This is an optimization exercise on Yosys and OpenROAD, whose aim is small area, a short achievable clock period and few clock cycles per item, not a production implementation.
Only simulation tests tie the RTL to the original design; equivalence was not proved.
Power figures rest on the tool's default switching activity, not on a simulated workload.

Setup of P:
// pixel_histogram
module pixel_histogram #(
    parameter int CNT_W = 16,
    parameter int TOT_W = 24
) (
    input  logic             clk,
    input  logic             rst_n,
    input  logic             start,
    input  logic             in_valid,
    input  logic [7:0]       inbyte,
    input  logic             frame_end,
    output logic             in_ready,
    output logic             out_valid,
    input  logic             out_ready,
    output logic [7:0]       out_bin,
    output logic [CNT_W-1:0] out_count,
    output logic [TOT_W-1:0] pixel_total,
    output logic             busy,
    output logic             done
);
    logic             busy_q, ir_q, dmp_q, done_q;
    logic [8:0]       dcnt_q;
    logic             ov_q;
    logic [7:0]       ob_q;
    logic [CNT_W-1:0] oc_q;
    logic [TOT_W-1:0] tot_q;
    logic start_take, take, fe_take, stall, xfer, last, issue;
    assign start_take = start && !busy_q;
  ...
Settings: LEC_CHECK=0, CAP_MARGIN=20, CORE_MARGIN=2, CORE_UTILIZATION=60, CTS_CLUSTER_DIAMETER=80, CTS_CLUSTER_SIZE=25, SETUP_SLACK_MARGIN=3.5, SLEW_MARGIN=20; clock period 6.0 ns.
standard.sh (not shown) runs the stock make flow with config.mk's settings and CLKGATE_MAP_FILE= SYNTH_SCRIPT=/design/flow/synth_recipe.tcl, a recipe that flattens the netlist after the stock synthesis.
==> flow/flow/run.sh <==
#!/bin/bash
set -euo pipefail
export BUFFER_PORTS_ARGS="-buffer_cell sky130_fd_sc_hd__buf_4"
bash standard.sh > standard_flow.log 2>&1
P went all the way through synthesis, placement and routing and the layout is clean on timing, DRC and antenna.
Testbench counts of P, summed over its fixed seeds: cycles 84,147, pixels 63,825.
[inputs] Q vs P
==> flow/run.sh (new file) <==
#!/bin/bash
# synth_recipe.tcl (not shown) runs the flow's synth.tcl, then flattens the netlist and writes it again
# the make line also repeats each setting of config.mk as NAME=value (left out here)
make -C /OpenROAD-flow-scripts/flow DESIGN_CONFIG=/design/flow/config.mk WORK_HOME=/design/flow/orfs CLKGATE_MAP_FILE= SYNTH_SCRIPT=/design/flow/synth_recipe.tcl finish
removed: flow/flow/run.sh
removed: flow/standard.sh
Notes after the runs:
Between P and Q, TritonCTS buffer count decreased.
The number of standard cells in the layout, taps in and fillers out of P and that of Q are within noise of each other.
Delta (Q minus P): final wirelength moved down; detailed-placement wirelength estimate level.
Non-clock inverter count in the final layout ended up 1 higher on Q than on P.
Library cell contributing the largest single delay on the critical path = dfrtp_2: P; library cell contributing the largest single delay on the critical path = dfxtp_4: Q
--- input diff Q..R ---
Settings: a change of SETUP_SLACK_MARGIN from 3.5 to 3.4.
==> comparison <==
Compared with Q, in R fraction of area in registers saw an increase, share of the clock period used by the worst path after layout went up, number of fill cells in the layout went up, max-capacitance violation count about even.

---

== tundra ==
Another version of the RTL of pixel_histogram (not shown whole).
For scale: about 8500 cells after synthesis, about 0.16 mm^2 of cells after synthesis.
## pixel_histogram
module pixel_histogram #(
    parameter int CNT_W = 16,
    parameter int TOT_W = 24
) (
    input  logic             clk,
    input  logic             rst_n,
    input  logic             start,
    input  logic             in_valid,
    input  logic [7:0]       inbyte,
    input  logic             frame_end,
    output logic             in_ready,
    output logic             out_valid,
    input  logic             out_ready,
    output logic [7:0]       out_bin,
    output logic [CNT_W-1:0] out_count,
    output logic [TOT_W-1:0] pixel_total,
    output logic             busy,
    output logic             done
);
Settings: LEC_CHECK=0, CAP_MARGIN=20, CORE_MARGIN=2, CORE_UTILIZATION=75, CTS_CLUSTER_DIAMETER=80, CTS_CLUSTER_SIZE=25, SETUP_SLACK_MARGIN=3.5, SLEW_MARGIN=20; clock period 6.0 ns.
run.sh (not shown) runs the stock make flow with config.mk's settings and CLKGATE_MAP_FILE= SYNTH_SCRIPT=/design/flow/synth_recipe.tcl, a recipe that flattens the netlist after the stock synthesis.
Stock flow here: none of the scripts above is used.
Testbench counts of tundra, summed over its fixed seeds: cycles 84,147, pixels 63,825.
Relative to tundra, the following input files were edited for quartz:
# tundra
export LEC_CHECK = 0
export CAP_MARGIN = 20
export CORE_MARGIN = 2
export CORE_UTILIZATION = 75
export CTS_CLUSTER_DIAMETER = 80
export CTS_CLUSTER_SIZE = 25
export SETUP_SLACK_MARGIN = 3.5
export SLEW_MARGIN = 20
create_clock -name core_clock -period 6.0 [get_ports {clk}]
# quartz
export LEC_CHECK = 0
export CAP_MARGIN = 20
export CORE_MARGIN = 2
export CORE_UTILIZATION = 60
export CTS_CLUSTER_DIAMETER = 80
export CTS_CLUSTER_SIZE = 25
export SETUP_SLACK_MARGIN = 3.5
export SLEW_MARGIN = 20
create_clock -name core_clock -period 6.0 [get_ports {clk}]
--- outcome ---
- Setup slack for quartz: 0.080 ns down relative to tundra
- Of the two candidates, tundra has the better wire length of the first global-routing pass and quartz the worse one.
- Sequential-cell power consumption delta (quartz -> tundra): insignificant
- Initial standard-cell utilization of the core was higher in the run labelled tundra.
- Design area ends up lower on tundra.
- In the reports for tundra and quartz, the smaller global routing usage summed across all routing layers belongs to quartz.

==> afterwards: timing with drivers on the ports <==
No port has a modelled driver above. Below, the same layouts with a new extraction and two added sets of constraints. Step 1 sets driving cells, clkbuf_16 on the clock port and buf_2 on the other inputs (assumed; they add their load-dependent delay and slew). Step 2 also shifts input and output timing later by t, the mid clock arrival at the registers, as if the neighbouring blocks saw the same clock. Three values: no drivers, after step 1, after step 2; two values: the first two.
run | t, ns | setup slack, ns | worst setup path after step 2 | worst register clock-pin slew, ns
P | 0.998 | 3.196 / 3.098 / 2.619 | input to register | 0.11 / 0.11
Q | 0.978 | 3.307 / 3.239 / 2.631 | input to register | 0.11 / 0.11
R | 1.022 | 3.278 / 3.181 / 2.547 | input to register | 0.10 / 0.10
tundra | 0.998 | 3.243 / 3.140 / 2.465 | input to register | 0.11 / 0.11
quartz | 1.000 | 3.163 / 3.065 / 2.887 | input to register | 0.11 / 0.11
After both steps every run listed still meets setup and hold. The setup slack of tundra, which loses most, moves by -0.103 ns with the drivers and by -0.778 ns with both steps.
